Context: an optimization exercise on an open-source flow, tuned for small area, a short achievable clock period and few clock cycles per item. The choices shown serve that exercise and are no tape-out recipe. The RTL was checked by simulation tests, not by an equivalence proof against the original design.

`flow/design.v`:
```
module md_iter_unit #(
  parameter int unsigned WIDTH = 32
) (
  input  logic             clk,
  input  logic             rst_n,
  input  logic             start,
  input  logic [2:0]       funct3,
  input  logic [WIDTH-1:0] op1,
  input  logic [WIDTH-1:0] op2,
  input  logic             flush,
  output logic             busy,
  output logic             done,
  output logic [WIDTH-1:0] result,
  output logic             zero
);
  typedef enum logic [2:0] {
    StIdle = 3'd0,
    StPrep = 3'd1,
    StMul  = 3'd2,
    StDiv  = 3'd3,
    StFix  = 3'd4,
    StDone = 3'd5,
    StMfix = 3'd6
  } state_e;
  state_e      state_q, state_d;
  logic [31:0] xr_q, xr_d;       
  logic [35:0] yr_q, yr_d;       
  logic [63:0] acc_q, acc_d;     
  logic [2:0]  f_q, f_d;         
  logic [5:0]  cnt_q, cnt_d;     
  logic        sx_q, sx_d;       
  logic        sy_q, sy_d;       
  logic [5:0]  wx_q, wx_d;       
  logic [5:0]  wy_q, wy_d;
  logic        mx_q, mx_d;       
  logic        my_q, my_d;
  logic        xs_q, xs_d;       
  logic        fix_q, fix_d;     
  logic [5:0]  bc_q, bc_d;       
  logic [1:0]  rsel_q, rsel_d;   
  logic [1:0]  kq_q, kq_d;       
  logic accept;
  assign accept = start && !flush && (state_q == StIdle || state_q == StDone);
  function automatic logic [5:0] width32(input logic [31:0] v);
    logic [5:0] w;
    w = 6'd0;
    for (int i = 0; i < 32; i++) begin
      if (v[i]) w = 6'(i + 1);
    end
    width32 = w;
  endfunction
  function automatic logic ones_then_zeros(input logic [31:0] v);
    logic ok;
    ok = 1'b1;
    for (int i = 1; i < 32; i++) begin
      if (!v[i] && v[i-1]) ok = 1'b0;
    end
    ones_then_zeros = ok;
  endfunction
  logic sx_in, sy_in;
  always_comb begin
    if (!funct3[2]) begin
      sx_in = (funct3[1:0] != 2'b11) && op1[31];
      sy_in = !funct3[1] && op2[31];
    end else begin
      sx_in = !funct3[0] && op1[31];
      sy_in = !funct3[0] && op2[31];
    end
  end
  logic        is_mul;
  logic [6:0]  sdiv;
  logic        yzero;
  logic        swap;
  logic [5:0]  wsm;
  logic [3:0]  nstep;
  logic [32:0] mplier;
  logic [31:0] mcand;
  logic        mcand_s;
  logic [35:0] sh_in;
  logic [5:0]  sh_amt;
  logic [35:0] sh_out;
  logic [31:0] xneg;
  always_comb begin
    is_mul  = !f_q[2];
    sdiv    = {1'b0, wx_q} + 7'(mx_q) - {1'b0, wy_q} - 7'(my_q);
    yzero   = (wy_q == 6'd0) && !sy_q;
    swap    = (wx_q < wy_q);
    wsm     = (swap ? wx_q : wy_q) + 6'd1;   
    nstep   = 4'((wsm + 6'd3) >> 2);         
    mplier  = swap ? {sx_q, xr_q} : {sy_q, yr_q[31:0]};
    mcand   = swap ? yr_q[31:0] : xr_q;
    mcand_s = swap ? sy_q : sx_q;
    if (is_mul) begin
      sh_in  = {{3{mplier[32]}}, mplier};
      sh_amt = 6'd36 - {nstep, 2'b00};
    end else begin
      sh_in  = {{4{sy_q}}, yr_q[31:0]};
      sh_amt = sdiv[5:0];
    end
    sh_out = sh_in << sh_amt;
    neg_in = (rsel_q == 2'd1) ? acc_q[31:0] : xr_q;
    xneg   = ~neg_in + 32'd1;
  end
  function automatic logic [2:0] booth_dec(input logic [2:0] bd);
    logic z, two, neg;
    z   = (bd == 3'b000) || (bd == 3'b111);
    two = (bd == 3'b011) || (bd == 3'b100);
    neg = bd[2] && !z;
    booth_dec = {z, two, neg};
  endfunction
  function automatic logic [34:0] booth_pp(input logic [2:0] bc, input logic [32:0] x);
    logic [33:0] mag;
    if (bc[2])      mag = 34'd0;
    else if (bc[1]) mag = {x, 1'b0};
    else            mag = {x[32], x};
    booth_pp = {bc[0], bc[0] ? ~mag : mag};
  endfunction
  logic [34:0] pph, ppl;
  logic [37:0] t1, t2, t3, csa_s, csa_c;
  logic [37:0] sum_low;
  logic [27:0] up_add;
  logic [63:0] acc_mul;
  always_comb begin
    pph     = booth_pp(bc_q[5:3], {xs_q, xr_q});
    ppl     = booth_pp(bc_q[2:0], {xs_q, xr_q});
    t1      = {2'b00, acc_q[31:0], 1'b0, pph[34], 1'b0, ppl[34]};
    t2      = {{2{pph[33]}}, pph[33:0], 2'b00};
    t3      = {{4{ppl[33]}}, ppl[33:0]};
    csa_s   = t1 ^ t2 ^ t3;
    csa_c   = {((t1[36:0] & t2[36:0]) | (t1[36:0] & t3[36:0]) | (t2[36:0] & t3[36:0])), 1'b0};
    sum_low = csa_s + csa_c;
    if (state_q == StMfix) up_add = acc_q[63:36] + {{26{kq_q[1]}}, kq_q};
    else                   up_add = acc_q[59:32] + {{22{kq_q[1]}}, kq_q, 4'b0000};
    acc_mul = {up_add, sum_low[35:0]};
  end
  logic [33:0] trial;
  logic        q_bit;
  logic [31:0] rem_next;
  logic [31:0] quo_next;
  logic [31:0] neg_in;
  always_comb begin
    trial    = {2'b00, xr_q} + (sy_q ? yr_q[33:0] : ~yr_q[33:0]) + 34'(!sy_q);
    q_bit    = !trial[33];
    rem_next = q_bit ? trial[31:0] : xr_q;
    quo_next = {acc_q[30:0], q_bit};
  end
  always_comb begin
    state_d = state_q;
    xr_d    = xr_q;
    yr_d    = yr_q;
    acc_d   = acc_q;
    f_d     = f_q;
    cnt_d   = cnt_q;
    sx_d    = sx_q;
    sy_d    = sy_q;
    wx_d    = wx_q;
    wy_d    = wy_q;
    mx_d    = mx_q;
    my_d    = my_q;
    xs_d    = xs_q;
    fix_d   = fix_q;
    bc_d    = {booth_dec(yr_q[31:29]), booth_dec(yr_q[29:27])};
    rsel_d  = rsel_q;
    kq_d    = kq_q;
    unique case (state_q)
      StPrep: begin
        if (is_mul) begin
          xr_d    = mcand;
          xs_d    = mcand_s;
          yr_d    = sh_out;
          bc_d    = {booth_dec(sh_out[35:33]), booth_dec(sh_out[33:31])};
          acc_d   = 64'd0;
          kq_d    = 2'b00;
          cnt_d   = 6'(nstep) - 6'd1;
          rsel_d  = (f_q[1:0] == 2'b00) ? 2'd1 : 2'd2;
          state_d = StMul;
        end else if (yzero || sdiv[6]) begin
          acc_d   = {32'd0, {32{yzero}}};
          rsel_d  = f_q[1] ? 2'd0 : 2'd1;
          state_d = StDone;
        end else begin
          xr_d    = sx_q ? xneg : xr_q;
          yr_d    = sh_out;
          acc_d   = 64'd0;
          cnt_d   = sdiv[5:0];
          fix_d   = f_q[1] ? sx_q : (sx_q ^ sy_q);
          rsel_d  = f_q[1] ? 2'd0 : 2'd1;
          state_d = StDiv;
        end
      end
      StMul: begin
        acc_d = acc_mul;
        kq_d  = sum_low[37:36];
        yr_d  = {yr_q[31:0], 4'b0000};
        cnt_d = cnt_q - 6'd1;
        if (cnt_q == 6'd0) begin
          state_d = (rsel_q == 2'd2 && sum_low[37:36] != 2'b00) ? StMfix : StDone;
        end
      end
      StMfix: begin
        acc_d[63:36] = up_add;
        state_d      = StDone;
      end
      StDiv: begin
        acc_d = {32'd0, quo_next};
        xr_d  = rem_next;
        yr_d  = {yr_q[35], yr_q[35:1]};
        cnt_d = cnt_q - 6'd1;
        if (cnt_q == 6'd0) begin
          state_d = fix_q ? StFix : StDone;
        end
      end
      StFix: begin
        xr_d    = xneg;
        rsel_d  = 2'd0;
        state_d = StDone;
      end
      default: begin
        state_d = StIdle;
      end
    endcase
    if (state_q == StPrep || state_q == StMul || state_q == StDiv || state_q == StFix ||
        state_q == StMfix) begin
      if (flush) state_d = StIdle;
    end
    if (accept) begin
      xr_d    = op1;
      yr_d    = {4'b0000, op2};
      f_d     = funct3;
      sx_d    = sx_in;
      sy_d    = sy_in;
      wx_d    = (op1[31] && !sx_in) ? 6'd32 : width32(op1 ^ {32{op1[31]}});
      wy_d    = (op2[31] && !sy_in) ? 6'd32 : width32(op2 ^ {32{op2[31]}});
      rsel_d  = 2'd0;
      mx_d    = sx_in && ones_then_zeros(op1);
      my_d    = sy_in && ones_then_zeros(op2);
      state_d = StPrep;
    end
  end
  always_ff @(posedge clk or negedge rst_n) begin
    if (!rst_n) begin
      state_q <= StIdle;
    end else begin
      state_q <= state_d;
    end
  end
  always_ff @(posedge clk) begin
    xr_q  <= xr_d;
    yr_q  <= yr_d;
    acc_q <= acc_d;
    f_q   <= f_d;
    cnt_q <= cnt_d;
    sx_q  <= sx_d;
    sy_q  <= sy_d;
    wx_q  <= wx_d;
    wy_q  <= wy_d;
    mx_q  <= mx_d;
    my_q  <= my_d;
    xs_q  <= xs_d;
    kq_q  <= kq_d;
    fix_q <= fix_d;
    bc_q  <= bc_d;
    rsel_q <= rsel_d;
  end
  always_comb begin
    busy   = (state_q == StPrep) || (state_q == StMul) || (state_q == StDiv) ||
             (state_q == StFix) || (state_q == StMfix);
    done   = (state_q == StDone);
    unique case (rsel_q)
      2'd1:    result = acc_q[31:0];
      2'd2:    result = acc_q[63:32];
      default: result = xr_q;
    endcase
    unique case (rsel_q)
      2'd1:    zero = (acc_q[31:0] == 32'd0);
      2'd2:    zero = (acc_q[63:32] == 32'd0);
      default: zero = (xr_q == 32'd0);
    endcase
  end
endmodule
```
`flow/flow/run.sh`:
```
#!/bin/bash
# Standard ORFS layout, with repair_timing asked to leave more setup slack than config.mk
# settings allow (the clock and all constraints stay the design's).
set -euo pipefail
MARGIN=$(cat flow/margin.txt)
bash standard.sh SETUP_SLACK_MARGIN=$MARGIN finish > flow_standard.log 2>&1
```
`flow/flow/margin.txt`:
```
6.5
```
`flow/standard.sh`:
```
#!/bin/bash
# synth_recipe.tcl (not shown) runs the flow's synth.tcl, then flattens the netlist and writes it again
# the make line also repeats each setting of config.mk as NAME=value (left out here)
make -C /OpenROAD-flow-scripts/flow DESIGN_CONFIG=/design/flow/config.mk WORK_HOME=/design/flow/orfs CLKGATE_MAP_FILE= SYNTH_SCRIPT=/design/flow/synth_recipe.tcl "${@:-finish}"
```
`flow/config.mk`:
```
export PLATFORM = sky130hd
export DESIGN_NAME = md_iter_unit
export DESIGN_NICKNAME = md_iter_unit
export VERILOG_FILES = /design/flow/design.v
export SDC_FILE = /design/flow/constraint.sdc
export NUM_CORES = 4
export LEC_CHECK = 0
export CAP_MARGIN = 20
export CORE_MARGIN = 2
export CORE_UTILIZATION = 40
export PLACE_DENSITY = 0.6
export SLEW_MARGIN = 20
```
`flow/constraint.sdc`:
```
create_clock -name core_clock -period 10.5 [get_ports {clk}]
set_input_delay 2.1000 -clock core_clock [delete_from_list [all_inputs] [get_ports {clk}]]
set_output_delay 2.1000 -clock core_clock [all_outputs]
set_load 0.01 [all_outputs]
```
==> impl_metrics.py, run 1 <==
metrics = {
    "finish": {
        "post-route-util_pct": 53.0,
        "drive_gt1_share_pct": 24.8,
        "final_area_um2": 29300,
        "fin_cells": 3827,
        "ff_latch_area_um2": 5050,
        "multiInputGateArea_um2": 18000,
        "syn_to_final_growth_pct": 31.0,
        "nFillCells": 5110,
        "final_nets": 3299,
    },
    "timing": {
        "rsz0062_at_grt": "true",
        "finalSetupViolCount": 0,
        "finalHoldViolCount": 0,
        "fin_skew_ns": 0.0225,
        "fin_tns_setup_ns": 0,
        "max_freq_ghz": 0.224,
        "fin_ws_ns": 6.03,
        "relSlewSlack_pct": 25.1,
        "fin_crit_sh_pct": 42.6,
        "fin_crit_ns": 4.47,
        "finalMaxSlewViolations": 0,
        "worst_slew_pin_slew_ns": 1.10,
        "whs_ns": 0.500,
    },
    "critical_path": {
        "cpLargestDelayFamily": "simple AND/OR/NAND/NOR gates",
        "worst_path_max_delay_cell": "or4_4",
        "worstPathRequired_ns": 8.40,
        "crit_chain": "buf_8, or4_4, nor4_4, nand4_1, o21ai_2, buf_2",
        "worst-path-buf-inv": 2,
        "worst_path_largest_cell_delay_ns": 0.54,
        "cp_max_fo": 3,
        "start_kind": "register",
        "worstSetupPathType": "register to primary output",
        "worstSetupEndpointType": "primary output",
        "arrival_ns": 2.37,
    },
    "floorplanning": {
        "num_rows": 86,
        "dieWidth_um": 240,
        "start_util_pct": 40.5,
        "die-area_um2": 57800,
        "dieHeight_um": 240,
        "boundaryPins": 106,
        "core_um2": 55200,
    },
    "drt": {
        "ant_nets": 0,
        "drt-met1-wl_um": 37700,
        "drc": 0,
        "via_per_inst": 6.42,
        "drtIter0Drc": 2791,
        "routed_wl_um": 98800,
        "vias": 24578,
        "dr.pass1.iters": 6,
        "highest_layer": "met5",
        "met3_length_um": 10200,
        "met2WireLength_um": 44400,
        "wire_per_inst_um": 25.8,
    },
    "yosys": {
        "synth_warnings": 1,
        "ys_seq_elements": 172,
        "avgSynthCellArea_um2": 7.87,
        "ys_types": 107,
        "syn_inst": 2838,
        "netlist_area_um2": 22300,
        "synthFlopType": "edfxtp_1",
        "synth-seq-area-share_pct": 22.5,
        "synth_edf_count": 157,
        "async_reset_ff_share_pct": 1.74,
        "synth_fp_nets": 3072,
    },
    "clock_tree": {
        "cts_root_buffer": "clkbuf_16",
        "clock_latency_ns": 0.52,
        "cts_buffer_depth": 2,
        "cts_tree": "built",
        "htreeDepth": 4,
        "path_clk_slew_ns": 0.09,
        "cts_buffers": 17,
        "cts.sinks": 172,
    },
    "placement": {
        "place_area_um2": 23800,
        "dp_cells": 3504,
        "place_ws_ns": 5.06,
        "post-dp-hpwl_um": 63500,
        "gp_congestion": 0.998,
        "portBuffers": 105,
    },
    "global_routing": {
        "grt-ovfl-total": 0,
        "antenna_found_initial": 3,
        "grt_pass1_wl_um": 141000,
        "first_global_vias": 22813,
        "grt_max_degree": 73,
        "track_usage_pct": 32.7,
    },
    "flow_run": {
        "max_cap_violations": 0,
    },
    "run_status": {
        "status": "finished clean",
    },
    "hold_path": {
        "hold_class": "register to register",
    },
}
-- tightest hold or removal path: stages, from the launching register on --
cell     delay, ns
dfxtp_2       0.35
nand2_1       0.06
a21oi_1       0.05
-- synth_stat cells (20+ instances only) --
cell	count	area (µm²)
nand4_1	21	131
ha_1	125	1560
o22ai_1	37	231
o21ai_0	183	916
a31oi_1	33	206
clkbuf_1	167	627
buf_2	26	130
o211ai_1	21	158
a21o_1	48	360
buf_1	24	90.1
a221oi_1	45	394
xor2_1	94	823
a211oi_1	26	195
a21oi_1	220	1100
nor3_1	76	380
edfxtp_1	157	4710
o21bai_1	20	150
or3_1	21	131
nand3_1	59	295
nor2_1	294	1100
fa_1	38	761
mux2i_1	139	1390
xnor2_1	134	1170
a22oi_1	50	375
nand2_1	284	1070
inv_1	87	327
and3_1	29	181
nand2b_1	35	219
nor2b_1	29	181
nor4_1	26	163
-- registers in the layout, summed over array words and instances (netlist names) --
register / count
acc_q: 64
yr_q: 36
xr_q: 32
bc_q: 6
cnt_q: 6
wx_q: 6
wy_q: 6
f_q: 3
state_q: 3
kq_q: 2
rsel_q: 2
fix_q: 1
mx_q: 1
my_q: 1
sx_q: 1
sy_q: 1
xs_q: 1
-- layout by cell type, fill, tap and decap left out, drive strengths merged, types with 94 or more instances in the layout --
cell type / instances
a21oi: 223
buf: 355
edfxtp: 157
ha: 125
mux2i: 139
nand2: 286
nor2: 295
o21ai: 191
xnor2: 134
xor2: 94
-- layout make-up --
class                   instances  share of cell area (%)
clock buffers                  18                    1.47
diodes                          1                 0.00855
inverters                      92                    1.23
clock inverters                14                   0.500
repair buffers                433                    14.8
well taps                     748                    3.20
multi-input cells            2349                    61.6
flip-flops and latches        172                    17.2
-- final timing paths --
| path | from | cells past startpoint | slack (ns) | to |
|---|---|---|---|---|
| worst max-delay path | xr_q[5] | 6 | 6.03 | zero |
| worst min-delay path | rsel_q[1] | 2 | 0.50 | rsel_q[1] |
| worst max register to register | sy_q | 19 | 6.11 | xr_q[9] |
| worst min register to register | rsel_q[1] | 2 | 0.50 | rsel_q[1] |
| max in group asynchronous | rst_n | 1 | 8.57 | state_q[1] |
| min in group asynchronous | rst_n | 1 | 1.77 | state_q[0] |
-- cell families (layout without fill, tap and decap cells) --
family | after synthesis | count (layout) | synth area share, %
DFF | 172 | 172 | 22.5
other | 0 | 1 | 0
adders and majority gates | 163 | 163 | 10.4
AOI/OAI and AO/OA | 857 | 858 | 25.6
buffers and inverters | 320 | 557 | 5.69
and+or+nand+nor | 944 | 946 | 19.6
xor gates and xnor gates | 229 | 229 | 9.04
muxes | 153 | 153 | 7.19
-- timing repair --
item	CTS	global route
pin swaps	69	146
gates cloned	20	12
endpoints found under the setup margin	209	171
resized for setup	418	303
buffers inserted	148	110
hold buffers	0	0
-- routing by layer --
| metal | track usage, % | vias to the layer above |
|---|---|---|
| li1 | - | 10912 |
| met2 | 51.4 | 1474 |
| met3 | 7.63 | 345 |
| met5 | 0 | - |
| met1 | 40.5 | 11845 |
| met4 | 19.9 | 2 |
Testbench counts, summed over its fixed seeds: cycles 160,991, items 24,000.
==> inputs of run 2 (changes only) <==
==> flow/run.sh (new file) <==
#!/bin/bash
# synth_recipe.tcl (not shown) runs the flow's synth.tcl, then flattens the netlist and writes it again
# the make line also repeats each setting of config.mk as NAME=value (left out here)
make -C /OpenROAD-flow-scripts/flow DESIGN_CONFIG=/design/flow/config.mk WORK_HOME=/design/flow/orfs CLKGATE_MAP_FILE= SYNTH_SCRIPT=/design/flow/synth_recipe.tcl finish
--- a/flow/config.mk
+++ b/flow/config.mk
@@ -9,4 +9,5 @@
 export CORE_MARGIN = 2
 export CORE_UTILIZATION = 40
 export PLACE_DENSITY = 0.6
+export SETUP_SLACK_MARGIN = 5
 export SLEW_MARGIN = 20
removed: flow/flow/run.sh
removed: flow/flow/margin.txt
removed: flow/standard.sh
==> run 2 against run 1 <==
Largest cell class unchanged. Routed wire length down 13%. Final area down 17%. Critical path type unchanged. Cell count down 7.6%. Sequential share of layout area up 3.4 points. Utilization down 8.9 points. Die area unchanged.
==> impl_metrics.py, run 2 <==
metrics = {
    "run_status": {
        "status": "finished clean",
    },
    "timing": {
        "max_freq_ghz": 0.187,
        "worst_slew_pin_slew_ns": 0.983,
        "fin_crit_ns": 5.35,
        "fin_tns_setup_ns": 0,
        "whs_ns": 0.504,
        "fin_skew_ns": 0.0139,
        "rsz0062_at_grt": "false",
        "finalHoldViolCount": 0,
        "fin_crit_sh_pct": 50.9,
        "finalMaxSlewViolations": 0,
        "finalSetupViolCount": 0,
        "relSlewSlack_pct": 34.2,
    },
    "global_routing": {
        "globalRouteMet1Util_pct": 37.4,
        "grt.busiest_layer": "met2",
        "grt_max_degree": 78,
        "grtUsageMet3_pct": 5.17,
        "grt-ovfl-total": 0,
        "antenna_found_initial": 0,
        "first_global_vias": 21295,
        "gr-usage-met2_pct": 47.1,
        "track_usage_pct": 29.4,
        "grt_pass1_wl_um": 129000,
    },
    "clock_tree": {
        "cts_buffers": 17,
        "cts_buffer_depth": 2,
        "cts_tree": "built",
        "path_clk_slew_ns": 0.07,
        "htreeDepth": 4,
        "clock_latency_ns": 0.51,
        "cts_root_buffer": "clkbuf_16",
        "post_cts_buffers": 0,
        "cts.sinks": 172,
        "holdBufCountCts": 0,
    },
    "drt": {
        "dr.pass1.iters": 8,
        "drc": 0,
        "wire_per_inst_um": 24.2,
        "vias": 22477,
        "drtIter0Drc": 2322,
        "routed_wl_um": 85600,
        "via_per_inst": 6.36,
        "ant_nets": 0,
    },
    "critical_path": {
        "worstSetupPathType": "register to primary output",
        "arrival_ns": 3.25,
        "cp_max_fo": 66,
        "start_kind": "register",
        "reg2reg_depth": 16,
        "worstSetupEndpointType": "primary output",
        "worstPathRequired_ns": 8.40,
    },
    "hold_path": {
        "hold_depth": 2,
        "hold_class": "register to register",
    },
    "finish": {
        "nFillCells": 5575,
        "layout_common_cells": "nor2_1 (292), nand2_1 (284), a21oi_1 (220)",
        "top_register": "acc_q",
        "syn_to_final_growth_pct": 8.92,
        "fin_cells": 3535,
        "drive_gt1_share_pct": 5.49,
        "antenna_cells": 0,
        "post-route-util_pct": 44.1,
        "top_regs": "acc_q: 64 flops, yr_q: 36 flops, xr_q: 32 flops",
        "final_common_cell": "nor2_1",
        "largest_register_ff_count": 64,
        "final_nets": 3009,
    },
    "floorplanning": {
        "boundaryPins": 106,
        "dieWidth_um": 240,
        "num_rows": 86,
        "die-area_um2": 57800,
        "core_um2": 55200,
        "dieHeight_um": 240,
        "start_util_pct": 40.5,
    },
    "yosys": {
        "yosysTopAreaCellShare_pct": 21.1,
        "async_reset_ff_share_pct": 1.74,
        "ys_seq_elements": 172,
        "ys_types": 107,
        "netlist_area_um2": 22300,
        "synth_area_leaders": "edfxtp_1 (21%), ha_1 (7.0%), mux2i_1 (6.2%)",
        "synthFlopType": "edfxtp_1",
        "netlist.top_cell.by_area": "edfxtp_1",
        "syn_inst": 2838,
        "synth_fp_nets": 3072,
        "yosysMostFrequentCell": "nor2_1",
        "synth_common_cells": "nor2_1 (294), nand2_1 (284), a21oi_1 (220)",
        "synth_edf_count": 157,
        "synth_warnings": 1,
        "synth-seq-area-share_pct": 22.5,
        "avgSynthCellArea_um2": 7.87,
    },
    "placement": {
        "post-dp-hpwl_um": 63000,
        "portBuffers": 105,
        "gp_congestion": 1.00,
        "dp_cells": 3504,
    },
    "flow_run": {
        "max_cap_violations": 0,
    },
}
[run 2: cell counts after synthesis]
Identical to the previous run, type by type.
[run 2: path summary, 6_finish.rpt]
path / slack (ns) / end / startpoint
hold reg to reg: 0.50 / rsel_q[1] / rsel_q[1]
setup reg to reg: 5.39 / state_q[1] / xr_q[3]
setup / recovery: 5.15 / zero / rsel_q[0]
min in group asynchronous: 1.77 / state_q[0] / rst_n
max in group asynchronous: 8.59 / state_q[1] / rst_n
hold / removal: 0.50 / rsel_q[1] / rsel_q[1]
[run 2: layout make-up]
cell class,count,area (µm²),area share (%)
clock buffer,17,425,1.75
clock inverter,14,110,0.453
inverter,92,345,1.42
multi-input combinational,2346,16100,66.2
sequential,172,5030,20.7
tap,748,936,3.85
timing repair buffer,146,1370,5.62
[run 2: stage by stage]
stage               instance area [µm²]  setup slack [ns]
global route                      24300              5.01
CTS                               24300              5.08
floorplan                         22400              4.50
finish                            24300              5.15
global placement                  23800              4.91
detailed placement                23800              4.89
[run 2: logic make-up (layout without fill, tap and decap cells)]
family	after synthesis	count (layout)	synth area share, %
simple gates	944	944	19.6
compound gates	857	857	25.6
buf+inv	320	269	5.69
xor+xnor	229	229	9.04
flops	172	172	22.5
fa+ha+maj	163	163	10.4
mux	153	153	7.19
[run 2: repair_timing]
action / in CTS / in global routing
endpoints found under the setup margin: 1 / 1
cloned: 0 / 0
resized for setup: 1 / 2
[run 2: per-layer routing]
metal,wire (µm),vias up
li1,-,10287
met1,35300,10877
met2,38400,1090
met3,7300,223
met4,4540,0
met5,0,-
[run 2: worst max-delay path, cell delays in order, from the launching register on]
cell	delay (ns)
dfxtp_1	0.40
inv_1	0.08
ha_2	0.34
buf_8	0.29
nor4b_1	0.28
nand4_1	0.12
nor4_1	0.25
nand4_1	0.19
o21ai_0	0.16
clkdlybuf4s50_1	0.59
==> inputs of run 3 (changes only) <==
--- a/flow/design.v
+++ b/flow/design.v
@@ -118,7 +118,8 @@
   logic [34:0] pph, ppl;
   logic [37:0] t1, t2, t3, csa_s, csa_c;
   logic [37:0] sum_low;
-  logic [27:0] up_add;
+  logic [27:0] up_add, up_in, up_t, up_inc;
+  logic        up_run;
   logic [63:0] acc_mul;
   always_comb begin
     pph     = booth_pp(bc_q[5:3], {xs_q, xr_q});
@@ -129,8 +130,14 @@
     csa_s   = t1 ^ t2 ^ t3;
     csa_c   = {((t1[36:0] & t2[36:0]) | (t1[36:0] & t3[36:0]) | (t2[36:0] & t3[36:0])), 1'b0};
     sum_low = csa_s + csa_c;
-    if (state_q == StMfix) up_add = acc_q[63:36] + {{26{kq_q[1]}}, kq_q};
-    else                   up_add = acc_q[59:32] + {{22{kq_q[1]}}, kq_q, 4'b0000};
+    up_in  = (state_q == StMfix) ? acc_q[63:36] : {acc_q[59:36], {4{!kq_q[1]}}};
+    up_t   = kq_q[1] ? ~up_in : up_in;
+    up_run = 1'b1;
+    for (int i = 0; i < 28; i++) begin
+      up_inc[i] = up_in[i] ^ (up_run && (kq_q != 2'b00));
+      up_run    = up_run && up_t[i];
+    end
+    up_add = (state_q == StMfix) ? up_inc : {up_inc[27:4], acc_q[35:32]};
     acc_mul = {up_add, sum_low[35:0]};
   end
   logic [33:0] trial;
@@ -147,21 +154,21 @@
   always_comb begin
     state_d = state_q;
     xr_d    = xr_q;
-    yr_d    = yr_q;
-    acc_d   = acc_q;
-    f_d     = f_q;
-    cnt_d   = cnt_q;
-    sx_d    = sx_q;
+    yr_d    = {yr_q[31:0], 4'b0000};
+    acc_d   = acc_mul;
+    cnt_d   = cnt_q - 6'd1;
     sy_d    = sy_q;
-    wx_d    = wx_q;
-    wy_d    = wy_q;
-    mx_d    = mx_q;
-    my_d    = my_q;
     xs_d    = xs_q;
     fix_d   = fix_q;
     bc_d    = {booth_dec(yr_q[31:29]), booth_dec(yr_q[29:27])};
     rsel_d  = rsel_q;
-    kq_d    = kq_q;
+    kq_d    = sum_low[37:36];
+    f_d     = funct3;
+    sx_d    = sx_in;
+    wx_d    = (op1[31] && !sx_in) ? 6'd32 : width32(op1 ^ {32{op1[31]}});
+    wy_d    = (op2[31] && !sy_in) ? 6'd32 : width32(op2 ^ {32{op2[31]}});
+    mx_d    = sx_in && ones_then_zeros(op1);
+    my_d    = sy_in && ones_then_zeros(op2);
     unique case (state_q)
       StPrep: begin
         if (is_mul) begin
@@ -189,23 +196,18 @@
         end
       end
       StMul: begin
-        acc_d = acc_mul;
-        kq_d  = sum_low[37:36];
-        yr_d  = {yr_q[31:0], 4'b0000};
-        cnt_d = cnt_q - 6'd1;
         if (cnt_q == 6'd0) begin
           state_d = (rsel_q == 2'd2 && sum_low[37:36] != 2'b00) ? StMfix : StDone;
         end
       end
       StMfix: begin
-        acc_d[63:36] = up_add;
-        state_d      = StDone;
+        acc_d   = {up_add, acc_q[35:0]};
+        state_d = StDone;
       end
       StDiv: begin
         acc_d = {32'd0, quo_next};
         xr_d  = rem_next;
         yr_d  = {yr_q[35], yr_q[35:1]};
-        cnt_d = cnt_q - 6'd1;
         if (cnt_q == 6'd0) begin
           state_d = fix_q ? StFix : StDone;
         end
@@ -223,18 +225,12 @@
         state_q == StMfix) begin
       if (flush) state_d = StIdle;
     end
-    if (accept) begin
+    if (state_q == StIdle || state_q == StDone) begin
       xr_d    = op1;
       yr_d    = {4'b0000, op2};
-      f_d     = funct3;
-      sx_d    = sx_in;
       sy_d    = sy_in;
-      wx_d    = (op1[31] && !sx_in) ? 6'd32 : width32(op1 ^ {32{op1[31]}});
-      wy_d    = (op2[31] && !sy_in) ? 6'd32 : width32(op2 ^ {32{op2[31]}});
       rsel_d  = 2'd0;
-      mx_d    = sx_in && ones_then_zeros(op1);
-      my_d    = sy_in && ones_then_zeros(op2);
-      state_d = StPrep;
+      state_d = accept ? StPrep : StIdle;
     end
   end
   always_ff @(posedge clk or negedge rst_n) begin
@@ -266,15 +262,15 @@
     busy   = (state_q == StPrep) || (state_q == StMul) || (state_q == StDiv) ||
              (state_q == StFix) || (state_q == StMfix);
     done   = (state_q == StDone);
-    unique case (rsel_q)
-      2'd1:    result = acc_q[31:0];
-      2'd2:    result = acc_q[63:32];
-      default: result = xr_q;
-    endcase
-    unique case (rsel_q)
-      2'd1:    zero = (acc_q[31:0] == 32'd0);
-      2'd2:    zero = (acc_q[63:32] == 32'd0);
-      default: zero = (xr_q == 32'd0);
-    endcase
+    if (rsel_q[0]) begin
+      result = acc_q[31:0];
+      zero   = (acc_q[31:0] == 32'd0);
+    end else if (rsel_q[1]) begin
+      result = acc_q[63:32];
+      zero   = (acc_q[63:32] == 32'd0);
+    end else begin
+      result = xr_q;
+      zero   = (xr_q == 32'd0);
+    end
   end
 endmodule
==> flow/flow/run.sh (new file) <==
#!/bin/bash
# Standard ORFS layout, with repair_timing asked to leave more setup slack than config.mk
# settings allow (the clock and all constraints stay the design's).
set -euo pipefail
MARGIN=$(cat flow/margin.txt)
bash standard.sh SETUP_SLACK_MARGIN=$MARGIN finish > flow_standard.log 2>&1
==> flow/flow/margin.txt (new file) <==
5.5
==> flow/standard.sh (new file) <==
#!/bin/bash
# synth_recipe.tcl (not shown) runs the flow's synth.tcl, then flattens the netlist and writes it again
# the make line also repeats each setting of config.mk as NAME=value (left out here)
make -C /OpenROAD-flow-scripts/flow DESIGN_CONFIG=/design/flow/config.mk WORK_HOME=/design/flow/orfs CLKGATE_MAP_FILE= SYNTH_SCRIPT=/design/flow/synth_recipe.tcl "${@:-finish}"
--- a/flow/config.mk
+++ b/flow/config.mk
@@ -9,5 +9,4 @@
 export CORE_MARGIN = 2
 export CORE_UTILIZATION = 40
 export PLACE_DENSITY = 0.6
-export SETUP_SLACK_MARGIN = 5
 export SLEW_MARGIN = 20
removed: flow/run.sh
==> run 3 against run 2 <==
Sequential share of layout area shrank 3.5 points. Highest routed layer is now met5. Flip-flop and latch count is the same. Worst hold slack gained 0.043 ns. Worst setup slack gained 0.29 ns. Via count grew 4.5%. Utilization grew 0.95 points. Count of clock-buffer cells in the layout is the same. Die area shrank 1.6%. Register-to-register slack gained 0.22 ns.
==> impl_metrics.py, run 3 <==
metrics = {
    "run_status": {
        "status": "finished clean",
    },
    "timing": {
        "fin_crit_ns": 5.05,
        "fin_tns_setup_ns": 0,
        "finalHoldViolCount": 0,
        "fin_ws_ns": 5.45,
        "relSlewSlack_pct": 22.6,
        "fin_crit_sh_pct": 48.1,
        "max_freq_ghz": 0.198,
        "rsz0062_at_grt": "true",
        "fin_skew_ns": 0.0173,
        "finalSetupViolCount": 0,
        "finalMaxSlewViolations": 0,
        "whs_ns": 0.546,
        "worst_slew_pin_slew_ns": 1.16,
    },
    "floorplanning": {
        "start_util_pct": 40.7,
        "dieHeight_um": 238,
        "boundaryPins": 106,
        "core_um2": 54000,
        "num_rows": 85,
        "die-area_um2": 56800,
        "dieWidth_um": 238,
    },
    "yosys": {
        "ys_seq_elements": 172,
        "synth_warnings": 1,
        "synthFlopType": "dfxtp_1",
        "netlist.top_cell.by_area": "edfxtp_1",
        "synth_edf_count": 71,
        "synth-seq-area-share_pct": 19.0,
        "syn_inst": 2972,
        "yosysMostFrequentCell": "nor2_1",
        "netlist_area_um2": 22000,
        "synth_fp_nets": 3176,
        "synth_common_cells": "nor2_1 (390), nand2_1 (289), a21oi_1 (260)",
        "async_reset_ff_share_pct": 1.74,
        "avgSynthCellArea_um2": 7.39,
        "ys_types": 106,
        "synth_area_leaders": "edfxtp_1 (9.7%), dfxtp_1 (8.9%), mux2i_1 (8.7%)",
        "yosysTopAreaCellShare_pct": 9.71,
    },
    "placement": {
        "gp_congestion": 0.981,
        "place_area_um2": 23300,
        "post-dp-hpwl_um": 69000,
        "place_ws_ns": 5.20,
        "dp_cells": 3579,
        "portBuffers": 105,
    },
    "clock_tree": {
        "cts_buffers": 17,
        "clock_latency_ns": 0.52,
        "cts_root_buffer": "clkbuf_16",
        "path_clk_slew_ns": 0.08,
        "htreeDepth": 4,
        "cts.sinks": 172,
        "holdBufCountCts": 0,
        "cts_tree": "built",
        "cts_buffer_depth": 2,
    },
    "finish": {
        "post-route-util_pct": 45.0,
        "final_area_um2": 24300,
        "layout_common_cells": "nor2_1 (385), nand2_1 (288), a21oi_1 (259)",
        "final_common_cell": "nor2_1",
        "fin_cells": 3646,
        "drive_gt1_share_pct": 7.56,
        "syn_to_final_growth_pct": 10.7,
        "antenna_cells": 0,
        "nFillCells": 5457,
        "top_register": "acc_q",
        "largest_register_ff_count": 64,
        "final_nets": 3141,
        "top_regs": "acc_q: 64 flops, yr_q: 36 flops, xr_q: 32 flops",
    },
    "critical_path": {
        "cp_max_fo": 5,
        "worstPathRequired_ns": 8.40,
        "start_kind": "register",
        "critPathLaunch": "acc_q[21]",
        "reg2reg_depth": 14,
        "r2r_end": "bc_q[4]",
        "worstSetupEndpointType": "primary output",
        "arrival_ns": 2.95,
        "endpoint": "zero",
        "reg2reg_slack_ns": 5.61,
        "reg2reg_from": "wx_q[0]",
        "worstSetupPathType": "register to primary output",
    },
    "global_routing": {
        "track_usage_pct": 32.1,
        "grt_max_degree": 70,
        "grt_pass1_wl_um": 138000,
        "antenna_found_initial": 2,
        "grt-ovfl-total": 0,
        "first_global_vias": 21615,
    },
    "hold_path": {
        "hold_class": "register to register",
        "hold_depth": 2,
    },
    "flow_run": {
        "max_cap_violations": 0,
    },
    "drt": {
        "dr.pass1.iters": 7,
        "ant_nets": 0,
        "drtIter0Drc": 2984,
        "highest_layer": "met5",
        "wire_per_inst_um": 25.6,
        "routed_wl_um": 93400,
        "drc": 0,
        "drt-met1-wl_um": 37600,
        "met3_length_um": 9700,
        "via_per_inst": 6.44,
        "vias": 23489,
        "met2WireLength_um": 40900,
    },
}
[run 3: changes by cell type after synthesis, moves of 22 or more]
| cell | previous run | this run |
|---|---|---|
| xnor2_1 | 134 | 112 |
| a22oi_1 | 50 | 17 |
| edfxtp_1 | 157 | 71 |
| ha_1 | 125 | 96 |
| xor2_1 | 94 | 128 |
| a21oi_1 | 220 | 260 |
| dfxtp_1 | 12 | 98 |
| nor2_1 | 294 | 390 |
| mux2i_1 | 139 | 191 |
| a221oi_1 | 45 | 16 |
[run 3: metal layers]
layer  track usage, %  vias to the layer above
met1             42.0                    11115
met4             16.6                        2
li1                 -                    10670
met5                0                        -
met3             6.54                      267
met2             49.9                     1435
[run 3: repair_timing]
action                                  in CTS  in global routing
cloned                                       1                  1
pin swaps                                    1                  3
gates resized for setup                     11                 17
buffers inserted                             7                 26
endpoints found under the setup margin      41                 46
[run 3: logic make-up after synthesis]
logic type	Yosys count	synth area share, %
buffers and inverters	321	5.83
DFF	172	19.0
AOI/OAI and AO/OA	856	25.0
and+or+nand+nor	1031	21.5
adders and majority gates	133	8.84
xor gates and xnor gates	240	9.57
muxes	219	10.3
[run 3: cell type report]
| class | instances | area, µm² | area share [%] |
|---|---|---|---|
| Inverter | 73 | 278 | 1.14 |
| Timing Repair Buffer | 192 | 1720 | 7.08 |
| Clock buffer | 17 | 425 | 1.75 |
| Multi-Input combinational cell | 2481 | 16700 | 68.6 |
| Clock inverter | 15 | 165 | 0.679 |
| Sequential cell | 172 | 4180 | 17.2 |
| Tap cell | 696 | 871 | 3.58 |
[run 3: worst min path at each step]
stage | slack [ns] | start | endpoint
after CTS | 0.54 | yr_q[35] | yr_q[35]
after floorplan | 0.47 | f_q[0] | rsel_q[1]
after detailed placement | 0.52 | yr_q[35] | yr_q[35]
after global routing | 0.57 | yr_q[35] | yr_q[35]
after global placement | 0.50 | yr_q[35] | yr_q[35]
final | 0.55 | yr_q[35] | yr_q[35]
[run 3: worst max-delay path, stage by stage (launching register included)]
cell             delay, ns
edfxtp_1              0.54
or4_1                 0.63
nor4b_2               0.26
nand4_1               0.29
o21ai_2               0.16
clkdlybuf4s50_1       0.56
Testbench counts of run 3, summed over its fixed seeds: cycles 160,991, items 24,000.
==> inputs of run 4 (changes only) <==
==> flow/flow/run.sh (replaced) <==
#!/bin/bash
# Standard ORFS layout with two changes in how it is made (clock, constraints and steps stay
# the design's): port buffers use buf_2 rather than the cell buffer_ports picks by default,
# and repair_timing is asked to leave the setup margin in flow/margin.txt.
set -euo pipefail
MARGIN=$(cat flow/margin.txt)
bash standard.sh SETUP_SLACK_MARGIN=$MARGIN \
  "BUFFER_PORTS_ARGS=-buffer_cell sky130_fd_sc_hd__buf_2" finish > flow_standard.log 2>&1
==> run 4 against run 3 <==
Still clean. Via count down 0.91%. Cell count hardly changed. Maximum frequency grew 1.5%. Sequential share of layout area grew 0.41 points. Register-to-register slack better by 0.15 ns. Non-clock buffer count increased by 2. Critical endpoint unchanged.
==> impl_metrics.py, run 4 <==
metrics = {
    "finish": {
        "ff_latch_area_um2": 4180,
        "fin_cells": 3647,
        "post-route-util_pct": 44.0,
        "final_area_um2": 23800,
        "drive_gt1_share_pct": 10.8,
        "top_regs": "acc_q: 64 flops, yr_q: 36 flops, xr_q: 32 flops",
        "final_nets": 3142,
        "multiInputGateArea_um2": 16600,
        "syn_to_final_growth_pct": 8.13,
        "layout_common_cells": "nor2_1 (384), nand2_1 (289), a21oi_1 (260)",
        "top_register": "acc_q",
        "nFillCells": 5525,
        "antenna_cells": 0,
        "final_common_cell": "nor2_1",
        "largest_register_ff_count": 64,
    },
    "placement": {
        "portBuffers": 105,
        "place_ws_ns": 5.32,
        "dp_cells": 3576,
        "gp_congestion": 1.00,
        "place_area_um2": 22800,
        "post-dp-hpwl_um": 67100,
    },
    "critical_path": {
        "reg2reg_depth": 15,
        "start_kind": "register",
        "cp_max_fo": 9,
        "worstSetupPathType": "register to primary output",
        "arrival_ns": 2.88,
        "reg2reg_from": "wy_q[0]",
        "worstSetupEndpointType": "primary output",
        "r2r_end": "bc_q[4]",
        "reg2reg_slack_ns": 5.76,
        "worstPathRequired_ns": 8.40,
    },
    "timing": {
        "finalMaxSlewViolations": 0,
        "fin_ws_ns": 5.52,
        "finalHoldViolCount": 0,
        "worst_slew_pin_slew_ns": 1.14,
        "fin_tns_setup_ns": 0,
        "whs_ns": 0.544,
        "rsz0062_at_grt": "false",
        "fin_crit_ns": 4.98,
        "finalSetupViolCount": 0,
        "max_freq_ghz": 0.201,
        "relSlewSlack_pct": 23.3,
        "fin_crit_sh_pct": 47.4,
        "fin_skew_ns": 0.0191,
    },
    "yosys": {
        "synth_fp_nets": 3176,
        "yosysTopAreaCellShare_pct": 9.71,
        "netlist.top_cell.by_area": "edfxtp_1",
        "async_reset_ff_share_pct": 1.74,
        "avgSynthCellArea_um2": 7.39,
        "yosysMostFrequentCell": "nor2_1",
        "synth_area_leaders": "edfxtp_1 (9.7%), dfxtp_1 (8.9%), mux2i_1 (8.7%)",
        "netlist_area_um2": 22000,
        "synth_common_cells": "nor2_1 (390), nand2_1 (289), a21oi_1 (260)",
        "ys_seq_elements": 172,
        "synthFlopType": "dfxtp_1",
        "synth_edf_count": 71,
        "syn_inst": 2972,
        "ys_types": 106,
        "synth-seq-area-share_pct": 19.0,
        "synth_warnings": 1,
    },
    "floorplanning": {
        "core_um2": 54000,
        "boundaryPins": 106,
        "dieHeight_um": 238,
        "num_rows": 85,
        "dieWidth_um": 238,
        "start_util_pct": 40.7,
        "die-area_um2": 56800,
    },
    "drt": {
        "drtIter0Drc": 2682,
        "dr.pass1.iters": 7,
        "vias": 23276,
        "wire_per_inst_um": 24.9,
        "drc": 0,
        "ant_nets": 0,
        "routed_wl_um": 91000,
        "via_per_inst": 6.38,
    },
    "global_routing": {
        "track_usage_pct": 31.3,
        "grt-ovfl-total": 0,
        "first_global_vias": 21783,
        "antenna_found_initial": 1,
        "grt_max_degree": 69,
        "grt_pass1_wl_um": 136000,
    },
    "clock_tree": {
        "cts_tree": "built",
        "cts.sinks": 172,
        "clock_latency_ns": 0.52,
        "cts_buffer_depth": 2,
        "cts_buffers": 17,
        "path_clk_slew_ns": 0.08,
        "holdBufCountCts": 0,
        "htreeDepth": 4,
        "cts_root_buffer": "clkbuf_16",
    },
    "hold_path": {
        "whs_endpoint": "yr_q[35]",
        "hold_depth": 2,
        "worstHoldStart": "yr_q[35]",
        "hold_class": "register to register",
    },
    "run_status": {
        "status": "finished clean",
    },
    "flow_run": {
        "max_cap_violations": 0,
    },
}
==> run 4: cell types whose count changed in the layout (fill, tap and decap cells not counted), moves of 2 or more <==
cell | before | now
buf_2 | 0 | 105
clkdlybuf4s50_1 | 105 | 0
inv_6 | 1 | 5
buf_12 | 0 | 3
inv_12 | 2 | 0
inv_8 | 7 | 5
==> run 4: what timing repair did <==
item                       in CTS  in global routing
gates cloned                    0                  1
resized for setup               2                 10
buffers inserted                0                 38
pin swaps                       0                  1
setup endpoints to repair       5                 28
==> run 4: worst max path at each step <==
| stage | startpoint | endpoint | slack [ns] | depth (start not counted) |
|---|---|---|---|---|
| after detailed placement | bc_q[1] | state_q[1] | 5.32 | 16 |
| after global placement | bc_q[1] | state_q[1] | 5.39 | 16 |
| after CTS | state_q[2] | done | 5.32 | 4 |
| final | xr_q[24] | zero | 5.52 | 7 |
| after floorplan | sy_q | xr_q[0] | 5.81 | 15 |
| after global routing | xr_q[24] | zero | 5.51 | 7 |
==> run 4: final cells by class <==
class	count	share of cell area (%)
well taps	696	3.67
flip-flops and latches	172	17.6
clock inverters	15	0.611
multi-input cells	2480	69.9
clock buffers	17	1.79
inverters	73	1.18
repair buffers	194	5.30
==> run 4: cells by family (layout without fill, tap and decap cells) <==
logic type | Yosys count | count (layout) | synth area share, %
muxes | 219 | 219 | 10.3
and+or+nand+nor | 1031 | 1031 | 21.5
DFF | 172 | 172 | 19.0
AOI/OAI and AO/OA | 856 | 857 | 25.0
adders and majority gates | 133 | 133 | 8.84
xor gates and xnor gates | 240 | 240 | 9.57
buffers and inverters | 321 | 299 | 5.83
==> run 4: metal layers <==
metal,routed length (µm),share of wire (%),track usage [%],vias to the layer above
met5,13,0.014,0,-
met4,3820,4.2,13.0,2
met3,8310,9.1,6.35,209
met2,40300,44,49.2,1197
met1,38600,42,41.8,11184
li1,-,-,-,10684
==> run 4: worst max-delay path, stage by stage (launching register included) <==
cell      delay [ns]
edfxtp_1        0.71
nor4_1          0.49
nand3_1         0.15
nor2_1          0.13
and4_1          0.34
a31oi_1         0.06
o21ai_0         0.28
buf_2           0.20
==> inputs of run 5 (changes only) <==
--- a/flow/config.mk
+++ b/flow/config.mk
@@ -7,6 +7,6 @@
 export LEC_CHECK = 0
 export CAP_MARGIN = 20
 export CORE_MARGIN = 2
-export CORE_UTILIZATION = 40
-export PLACE_DENSITY = 0.6
+export CORE_UTILIZATION = 60
+export PLACE_DENSITY = 0.75
 export SLEW_MARGIN = 20
==> run 5 against run 4 <==
Sequential share of layout area grew 0.20 points. Global-route usage rose by 13 points. Routed wire length down 4.2%. Flip-flop and latch count unchanged. Final area down 1.1%. Clock skew grew 0.0069 ns. Synthesized cell count is the same. Critical path depth grew 2.
==> impl_metrics.py, run 5 <==
metrics = {
    "hold_path": {
        "hold_class": "register to register",
        "whs_endpoint": "rsel_q[1]",
        "hold_depth": 2,
        "worstHoldStart": "rsel_q[1]",
    },
    "yosys": {
        "synth-seq-area-share_pct": 19.0,
        "synth_common_cells": "nor2_1 (390), nand2_1 (289), a21oi_1 (260)",
        "netlist_area_um2": 22000,
        "synth_edf_count": 71,
        "synth_area_leaders": "edfxtp_1 (9.7%), dfxtp_1 (8.9%), mux2i_1 (8.7%)",
        "yosysMostFrequentCell": "nor2_1",
        "syn_inst": 2972,
        "ys_types": 106,
        "avgSynthCellArea_um2": 7.39,
        "synth_fp_nets": 3176,
        "async_reset_ff_share_pct": 1.74,
        "synth_warnings": 1,
        "netlist.top_cell.by_area": "edfxtp_1",
        "ys_seq_elements": 172,
        "synthFlopType": "dfxtp_1",
        "yosysTopAreaCellShare_pct": 9.71,
    },
    "timing": {
        "finalMaxSlewViolations": 0,
        "fin_skew_ns": 0.0260,
        "fin_crit_sh_pct": 47.1,
        "fin_ws_ns": 5.56,
        "rsz0062_at_grt": "false",
        "finalSetupViolCount": 0,
        "max_freq_ghz": 0.202,
        "relSlewSlack_pct": 24.7,
        "fin_tns_setup_ns": 0,
        "fin_crit_ns": 4.94,
        "worst_slew_pin_slew_ns": 1.12,
        "finalHoldViolCount": 0,
    },
    "critical_path": {
        "reg2reg_depth": 16,
        "worstSetupPathType": "register to primary output",
        "worstSetupEndpointType": "primary output",
        "arrival_ns": 2.84,
        "start_kind": "register",
        "worstPathRequired_ns": 8.40,
        "cp_max_fo": 7,
        "reg2reg_slack_ns": 5.65,
        "r2r_end": "state_q[1]",
        "reg2reg_from": "xr_q[14]",
    },
    "drt": {
        "drc": 0,
        "dr.pass1.iters": 9,
        "ant_nets": 0,
        "via_per_inst": 6.99,
        "drtIter0Drc": 3710,
        "routed_wl_um": 87200,
        "wire_per_inst_um": 25.4,
        "vias": 23937,
    },
    "floorplanning": {
        "boundaryPins": 106,
        "start_util_pct": 60.4,
        "num_rows": 70,
        "die-area_um2": 38200,
        "dieWidth_um": 195,
        "core_um2": 36300,
        "dieHeight_um": 195,
    },
    "global_routing": {
        "grt-ovfl-total": 0,
        "track_usage_pct": 44.2,
        "grt_pass1_wl_um": 130000,
        "first_global_vias": 21984,
        "grt_max_degree": 70,
        "antenna_found_initial": 3,
    },
    "finish": {
        "post-route-util_pct": 64.7,
        "largest_register_ff_count": 64,
        "layout_common_cells": "nor2_1 (386), nand2_1 (289), a21oi_1 (260)",
        "final_common_cell": "nor2_1",
        "final_nets": 3148,
        "top_register": "acc_q",
        "drive_gt1_share_pct": 10.8,
        "top_regs": "acc_q: 64 flops, yr_q: 36 flops, xr_q: 32 flops",
        "syn_to_final_growth_pct": 6.98,
    },
    "clock_tree": {
        "cts_buffers": 17,
        "cts_buffer_depth": 2,
        "cts.sinks": 172,
        "htreeDepth": 4,
        "clock_latency_ns": 0.49,
        "cts_tree": "built",
        "path_clk_slew_ns": 0.08,
        "cts_root_buffer": "clkbuf_16",
    },
    "placement": {
        "place_ws_ns": 5.39,
        "gp_congestion": 1.03,
        "portBuffers": 105,
        "post-dp-hpwl_um": 63300,
    },
    "run_status": {
        "status": "finished clean",
    },
    "flow_run": {
        "max_cap_violations": 0,
    },
}
==> run 5: cell counts after synthesis <==
Identical to the previous run, type by type.
==> run 5: metal layers <==
| metal | vias to the layer above | track usage [%] | share of wire [%] |
|---|---|---|---|
| met1 | 11053 | 54.3 | 37 |
| li1 | 10681 | - | - |
| met4 | 2 | 29.5 | 8.0 |
| met5 | - | 0 | 0.018 |
| met3 | 452 | 10.3 | 12 |
| met2 | 1749 | 69.2 | 43 |
==> run 5: worst max path at each step <==
stage	startpoint	endpoint	cells after the start
6_report	xr_q[2]	zero	9
5_1_grt	xr_q[22]	zero	7
4_1_cts	xr_q[16]	zero	8
3_5_place_dp	bc_q[1]	state_q[1]	16
3_3_place_gp	bc_q[1]	state_q[1]	16
2_1_floorplan	sy_q	xr_q[0]	15
==> run 5: cell families (layout without fill, tap and decap cells) <==
logic type / after synthesis / count (layout) / synth area share [%]
buf+inv: 321 / 305 / 5.83
xor+xnor: 240 / 240 / 9.57
flops: 172 / 172 / 19.0
compound gates: 856 / 857 / 25.0
mux: 219 / 219 / 10.3
other cells: 0 / 1 / 0
fa+ha+maj: 133 / 133 / 8.84
simple gates: 1031 / 1031 / 21.5
==> run 5: critical path: stages (launching register included) <==
cell,delay [ns]
edfxtp_1,0.54
buf_4,0.23
nor4_1,0.22
and3_1,0.20
nand4_1,0.09
nor2_1,0.11
and4_1,0.37
a31oi_1,0.09
o21ai_0,0.33
buf_2,0.20
==> run 5: layout make-up <==
class,instances,area [µm²]
sequential,172,4180
clock inverter,13,146
clock buffer,19,454
inverter,73,280
timing repair buffer,200,1270
multi-input combinational,2480,16600
antenna,1,2.50
tap,468,586
fill,3268,12800
==> run 5: stage by stage <==
| stage | hold WS, ns | std cells | area, µm² |
|---|---|---|---|
| 4_1_cts | 0.544 | 3379 | 23100 |
| 3_5_place_dp | 0.524 | 3347 | 22500 |
| 5_1_grt | 0.581 | 3425 | 23500 |
| 3_3_place_gp | 0.511 | 3347 | 22500 |
| 2_1_floorplan | 0.468 | 2972 | 22000 |
| 6_report | 0.560 | 3426 | 23500 |
==> run 5: what timing repair did <==
| item | 4_1_cts | 5_1_grt |
|---|---|---|
| cloned | 0 | 1 |
| hold buffers | 0 | 0 |
| pin swaps | 0 | 1 |
| resized for setup | 1 | 7 |
| setup buffers | 0 | 45 |
| endpoints found under the setup margin | 3 | 23 |
==> inputs of run 6 (changes only) <==
==> flow/config.mk (replaced) <==
export PLATFORM = sky130hd
export DESIGN_NAME = md_iter_unit
export DESIGN_NICKNAME = md_iter_unit
export VERILOG_FILES = /design/flow/design.v
export SDC_FILE = /design/flow/constraint.sdc
export NUM_CORES = 4
export LEC_CHECK = 0
export CAP_MARGIN = 10
export CORE_MARGIN = 2
export CORE_UTILIZATION = 40
export CTS_BUF_LIST = sky130_fd_sc_hd__clkbuf_4 sky130_fd_sc_hd__clkbuf_8
export CTS_CLUSTER_SIZE = 30
export PLACE_DENSITY = 0.6
export SLEW_MARGIN = 10
==> run 6 against run 5 <==
Still clean on timing, DRC and antenna. First-iteration DRC count fell by 27%. Area after synthesis did not move. Critical path depth fell by 2. Critical endpoint unchanged. Non-clock buffer count rose by 11. Die area rose by 49%. Register-to-register slack improved by 0.05 ns.
==> impl_metrics.py, run 6 <==
metrics = {
    "critical_path": {
        "worstPathRequired_ns": 8.40,
        "cp_max_fo": 11,
        "reg2reg_slack_ns": 5.70,
        "r2r_end": "bc_q[4]",
        "worstSetupPathType": "register to primary output",
        "endpoint": "zero",
        "start_kind": "register",
        "arrival_ns": 2.74,
        "worstSetupEndpointType": "primary output",
        "reg2reg_from": "wy_q[0]",
        "critPathLaunch": "xr_q[21]",
        "reg2reg_depth": 15,
    },
    "yosys": {
        "synth_fp_nets": 3176,
        "synth_area_leaders": "edfxtp_1 (9.7%), dfxtp_1 (8.9%), mux2i_1 (8.7%)",
        "synth-seq-area-share_pct": 19.0,
        "synthFlopType": "dfxtp_1",
        "netlist.top_cell.by_area": "edfxtp_1",
        "synth_warnings": 1,
        "ys_seq_elements": 172,
        "ys_types": 106,
        "synth_edf_count": 71,
        "async_reset_ff_share_pct": 1.74,
        "synth_common_cells": "nor2_1 (390), nand2_1 (289), a21oi_1 (260)",
        "yosysTopAreaCellShare_pct": 9.71,
        "yosysMostFrequentCell": "nor2_1",
        "netlist_area_um2": 22000,
        "syn_inst": 2972,
        "avgSynthCellArea_um2": 7.39,
    },
    "floorplanning": {
        "num_rows": 85,
        "core_um2": 54000,
        "dieHeight_um": 238,
        "die-area_um2": 56800,
        "start_util_pct": 40.7,
        "boundaryPins": 106,
        "dieWidth_um": 238,
    },
    "timing": {
        "fin_crit_ns": 4.84,
        "fin_crit_sh_pct": 46.1,
        "fin_ws_ns": 5.66,
        "fin_tns_setup_ns": 0,
        "rsz0062_at_grt": "false",
        "max_freq_ghz": 0.207,
        "worst_slew_pin_slew_ns": 1.28,
        "finalSetupViolCount": 0,
        "finalHoldViolCount": 0,
        "finalMaxSlewViolations": 0,
        "relSlewSlack_pct": 14.5,
        "fin_skew_ns": 0.0223,
    },
    "finish": {
        "nFillCells": 5573,
        "antenna_cells": 0,
        "largest_register_ff_count": 64,
        "drive_gt1_share_pct": 11.3,
        "multiInputGateArea_um2": 16600,
        "top_register": "acc_q",
        "layout_common_cells": "nor2_1 (384), nand2_1 (289), a21oi_1 (260)",
        "final_nets": 3159,
        "ff_latch_area_um2": 4180,
        "syn_to_final_growth_pct": 7.91,
        "final_common_cell": "nor2_1",
        "top_regs": "acc_q: 64 flops, yr_q: 36 flops, xr_q: 32 flops",
    },
    "drt": {
        "met3_length_um": 8050,
        "dr.pass1.iters": 6,
        "routed_wl_um": 90900,
        "highest_layer": "met4",
        "met2WireLength_um": 39800,
        "vias": 23201,
        "wire_per_inst_um": 24.8,
        "ant_nets": 0,
        "drtIter0Drc": 2691,
        "drc": 0,
        "via_per_inst": 6.33,
        "drt-met1-wl_um": 39000,
    },
    "clock_tree": {
        "cts_buffer_depth": 2,
        "path_clk_slew_ns": 0.12,
        "htreeDepth": 4,
        "clock_latency_ns": 0.62,
        "cts.sinks": 172,
        "cts_buffers": 17,
        "cts_tree": "built",
        "cts_root_buffer": "clkbuf_8",
    },
    "global_routing": {
        "antenna_found_initial": 0,
        "first_global_vias": 21852,
        "track_usage_pct": 31.4,
        "grt-ovfl-total": 0,
        "grt_pass1_wl_um": 136000,
        "grt_max_degree": 69,
    },
    "placement": {
        "post-dp-hpwl_um": 67100,
        "gp_congestion": 1.00,
        "place_ws_ns": 5.35,
        "portBuffers": 105,
    },
    "run_status": {
        "status": "finished clean",
    },
    "hold_path": {
        "hold_class": "register to register",
    },
    "flow_run": {
        "max_cap_violations": 0,
    },
}
==> run 6: cell counts after synthesis <==
Identical to the previous run, type by type.
==> run 6: through the flow <==
step | hold WS (ns) | std cells | util (%) | area (µm²)
after floorplan | 0.468 | 2972 | - | 22000
after global placement | 0.518 | 3576 | 42.2 | 22800
after CTS | 0.549 | 3610 | 42.9 | 23200
after global routing | 0.605 | 3664 | 43.9 | 23700
final | 0.556 | 3664 | 43.9 | 23700
after detailed placement | 0.520 | 3577 | 42.2 | 22800
==> run 6: routing by layer <==
metal  track usage [%]  up-vias
met5                 0        -
met4              14.5        0
met3              6.19      224
met2              48.8     1188
met1              41.8    11085
li1                  -    10704
==> run 6: worst min-delay path by stage <==
stage	startpoint	end	slack, ns	cells past startpoint
after CTS	yr_q[35]	yr_q[35]	0.55	2
after detailed placement	yr_q[35]	yr_q[35]	0.52	2
after floorplan	f_q[0]	rsel_q[1]	0.47	2
after global routing	yr_q[34]	yr_q[33]	0.61	2
after global placement	yr_q[35]	yr_q[35]	0.52	2
final	yr_q[35]	yr_q[35]	0.56	2
==> run 6: logic make-up after synthesis <==
group,count (synthesis),share of synthesized area [%]
and+or+nand+nor,1031,21.5
DFF,172,19.0
muxes,219,10.3
AOI/OAI and AO/OA,856,25.0
adders and majority gates,133,8.84
xor gates and xnor gates,240,9.57
buffers and inverters,321,5.83
==> run 6: what timing repair did <==
item,in CTS,in global routing
buffers inserted,1,53
cloned,0,1
hold buffers,0,0
setup endpoints to repair,6,29
endpoints found under the hold margin,0,0
pin swaps,0,1
gates resized for setup,3,10
==> run 6: area by class of cell <==
cell class / count / area share [%]
Sequential cell: 172 / 17.6
Inverter: 73 / 1.18
Tap cell: 696 / 3.67
Multi-Input combinational cell: 2480 / 70.0
Timing Repair Buffer: 211 / 5.84
Clock buffer: 17 / 0.987
Clock inverter: 15 / 0.702
==> run 6: worst max-delay path: stages, from the launching register on <==
cell and delay [ns]:
edfxtp_1 0.69, nor4_1 0.37, nand3_1 0.15, nor2_1 0.13, and4_1 0.32, a31oi_1 0.06
o21ai_0 0.21, buf_2 0.18
==> inputs of run 7 (changes only) <==
--- a/flow/config.mk
+++ b/flow/config.mk
@@ -8,7 +8,7 @@
 export CAP_MARGIN = 10
 export CORE_MARGIN = 2
 export CORE_UTILIZATION = 40
-export CTS_BUF_LIST = sky130_fd_sc_hd__clkbuf_4 sky130_fd_sc_hd__clkbuf_8
-export CTS_CLUSTER_SIZE = 30
+export CTS_BUF_LIST = sky130_fd_sc_hd__clkbuf_8
+export CTS_CLUSTER_SIZE = 20
 export PLACE_DENSITY = 0.6
 export SLEW_MARGIN = 10
==> run 7 against run 6 <==
Count of clock-buffer cells in the layout did not move. Clock skew did not move. Maximum frequency did not move. Critical path depth did not move. Synthesized cell count did not move. Flip-flop and latch count did not move. Non-clock buffer count did not move. Register-to-register slack barely moved. First-iteration DRC count did not move. Via count did not move. Largest cell class unchanged. Highest routed layer unchanged.
==> impl_metrics.py, run 7 <==
metrics = {
    "clock_tree": {
        "htreeDepth": 4,
        "cts_buffers": 17,
        "holdBufCountCts": 0,
        "cts_root_buffer": "clkbuf_8",
        "cts_tree": "built",
    },
    "yosys": {
        "ys_types": 106,
        "ys_seq_elements": 172,
        "avgSynthCellArea_um2": 7.39,
        "syn_inst": 2972,
        "async_reset_ff_share_pct": 1.74,
        "synth_fp_nets": 3176,
        "synth_warnings": 1,
        "netlist.top_cell.by_area": "edfxtp_1",
        "synth_common_cells": "nor2_1 (390), nand2_1 (289), a21oi_1 (260)",
        "yosysTopAreaCellShare_pct": 9.71,
    },
    "critical_path": {
        "crit_chain": "nor4_1, nand3_1, nor2_1, and4_1, a31oi_1, o21ai_0, buf_2",
        "arrival_ns": 2.74,
        "worstSetupEndpointType": "primary output",
        "critPathLaunch": "xr_q[21]",
        "worst_path_max_delay_cell": "edfxtp_1",
        "worst_path_largest_cell_delay_ns": 0.69,
        "worst-path-buf-inv": 1,
        "worstPathRequired_ns": 8.40,
        "start_kind": "register",
        "cpLargestDelayFamily": "simple AND/OR/NAND/NOR gates",
        "worstSetupPathType": "register to primary output",
        "cp_max_fo": 11,
    },
    "drt": {
        "routed_wl_um": 90900,
        "drtIter0Drc": 2691,
        "ant_nets": 0,
        "wire_per_inst_um": 24.8,
        "vias": 23201,
    },
    "floorplanning": {
        "dieWidth_um": 238,
        "num_rows": 85,
        "boundaryPins": 106,
        "core_um2": 54000,
        "die-area_um2": 56800,
    },
    "global_routing": {
        "track_usage_pct": 31.4,
        "grt-ovfl-total": 0,
        "first_global_vias": 21852,
    },
    "placement": {
        "dp_cells": 3577,
        "gp_congestion": 1.00,
        "portBuffers": 105,
        "post-dp-hpwl_um": 67100,
        "place_area_um2": 22800,
    },
    "timing": {
        "fin_tns_setup_ns": 0,
        "fin_crit_sh_pct": 46.1,
        "fin_crit_ns": 4.84,
        "worst_slew_pin_slew_ns": 1.28,
        "fin_skew_ns": 0.0223,
        "relSlewSlack_pct": 14.5,
        "finalMaxSlewViolations": 0,
        "finalHoldViolCount": 0,
        "fin_ws_ns": 5.66,
        "whs_ns": 0.556,
    },
    "finish": {
        "final_nets": 3159,
        "antenna_cells": 0,
        "layout_common_cells": "nor2_1 (384), nand2_1 (289), a21oi_1 (260)",
        "syn_to_final_growth_pct": 7.91,
        "top_register": "acc_q",
        "final_common_cell": "nor2_1",
    },
    "run_status": {
        "status": "finished clean",
    },
    "hold_path": {
        "worstHoldStart": "yr_q[35]",
        "hold_class": "register to register",
    },
}
==> run 7: cell families after synthesis <==
family                   count (synthesis)  synth area share (%)
adder cells (fa/ha/maj)                133                  8.84
AO/OA/AOI/OAI                          856                  25.0
XOR/XNOR                               240                  9.57
flip-flops                             172                  19.0
AND/OR/NAND/NOR                       1031                  21.5
multiplexers                           219                  10.3
buffers and inverters                  321                  5.83
==> run 7: path summary, 6_finish.rpt <==
check	to	slack, ns	cells past startpoint
max	zero	5.66	7
min	yr_q[35]	0.56	2
max reg2reg	bc_q[4]	5.70	15
min reg2reg	yr_q[35]	0.56	2
max in group asynchronous	state_q[2]	9.12	1
min in group asynchronous	state_q[2]	1.26	1
==> run 7: final cells by class <==
class                   count  area [µm²]
clock buffers              17         234
clock inverters            15         166
fillers                  5573       30300
inverters                  73         280
multi-input cells        2480       16600
flip-flops and latches    172        4180
well taps                 696         871
repair buffers            211        1390
==> run 7: per-layer routing <==
| metal | track usage [%] | vias up | share of wire, % |
|---|---|---|---|
| li1 | - | 10704 | - |
| met1 | 41.8 | 11085 | 43 |
| met2 | 48.8 | 1188 | 44 |
| met3 | 6.19 | 224 | 8.9 |
| met4 | 14.5 | 0 | 4.5 |
| met5 | 0 | - | 0 |
==> run 7: worst register-to-register path, stage by stage, from the launching register on <==
cell	delay [ns]
dfxtp_1	0.33
inv_1	0.09
fa_1	0.42
fa_1	0.49
ha_1	0.20
inv_1	0.08
fa_1	0.77
nand2_1	0.16
o21ai_2	0.12
buf_6	0.27
mux2_2	0.40
mux2i_1	0.34
a32oi_1	0.14
a21o_1	0.31
or4_1	0.50
o211ai_1	0.10
==> run 7: repair_timing <==
action | 4_1_cts | 5_1_grt
pin swaps | 0 | 1
resized for setup | 3 | 10
endpoints found under the setup margin | 6 | 29
buffers inserted | 1 | 53
gates cloned | 0 | 1

-- separate check: timing with driven ports --
The flow's constraints put no driver on any port. The routed layouts listed below were extracted and timed again, unchanged, in two steps.
Step 1 (the two cells are an assumption about what drives the block):
set clk [get_ports {clk}]
set_driving_cell -lib_cell sky130_fd_sc_hd__clkbuf_16 $clk
set_driving_cell -lib_cell sky130_fd_sc_hd__buf_2 [delete_from_list [all_inputs] $clk]
Step 2 moves the port delays by t, midway between the first and last clock arrival at a register: inputs arrive t later, outputs are due t later. That takes back most of the time a late clock gives input paths.
Slacks: ideal ports / drivers / drivers and shift; pairs: ideal ports / drivers.
| run | t, ns | setup slack, ns | clock arrival spread, ns |
|---|---|---|---|
| run 1 | 0.573 | 6.028 / 5.968 / 5.983 | 0.023 / 0.022 |
| run 2 | 0.566 | 5.153 / 5.089 / 4.853 | 0.014 / 0.014 |
| run 3 | 0.570 | 5.447 / 5.388 / 5.406 | 0.020 / 0.020 |
| run 4 | 0.570 | 5.520 / 5.461 / 5.762 | 0.019 / 0.020 |
| run 5 | 0.530 | 5.557 / 5.506 / 5.649 | 0.027 / 0.027 |
| run 6 | 0.665 | 5.662 / 5.604 / 5.701 | 0.022 / 0.023 |
| run 7 | 0.665 | 5.662 / 5.604 / 5.701 | 0.022 / 0.023 |
After both steps setup and hold are still met in every run listed. The setup slack of run 2, which loses most, moves by -0.064 ns with the drivers and by -0.300 ns with both steps.
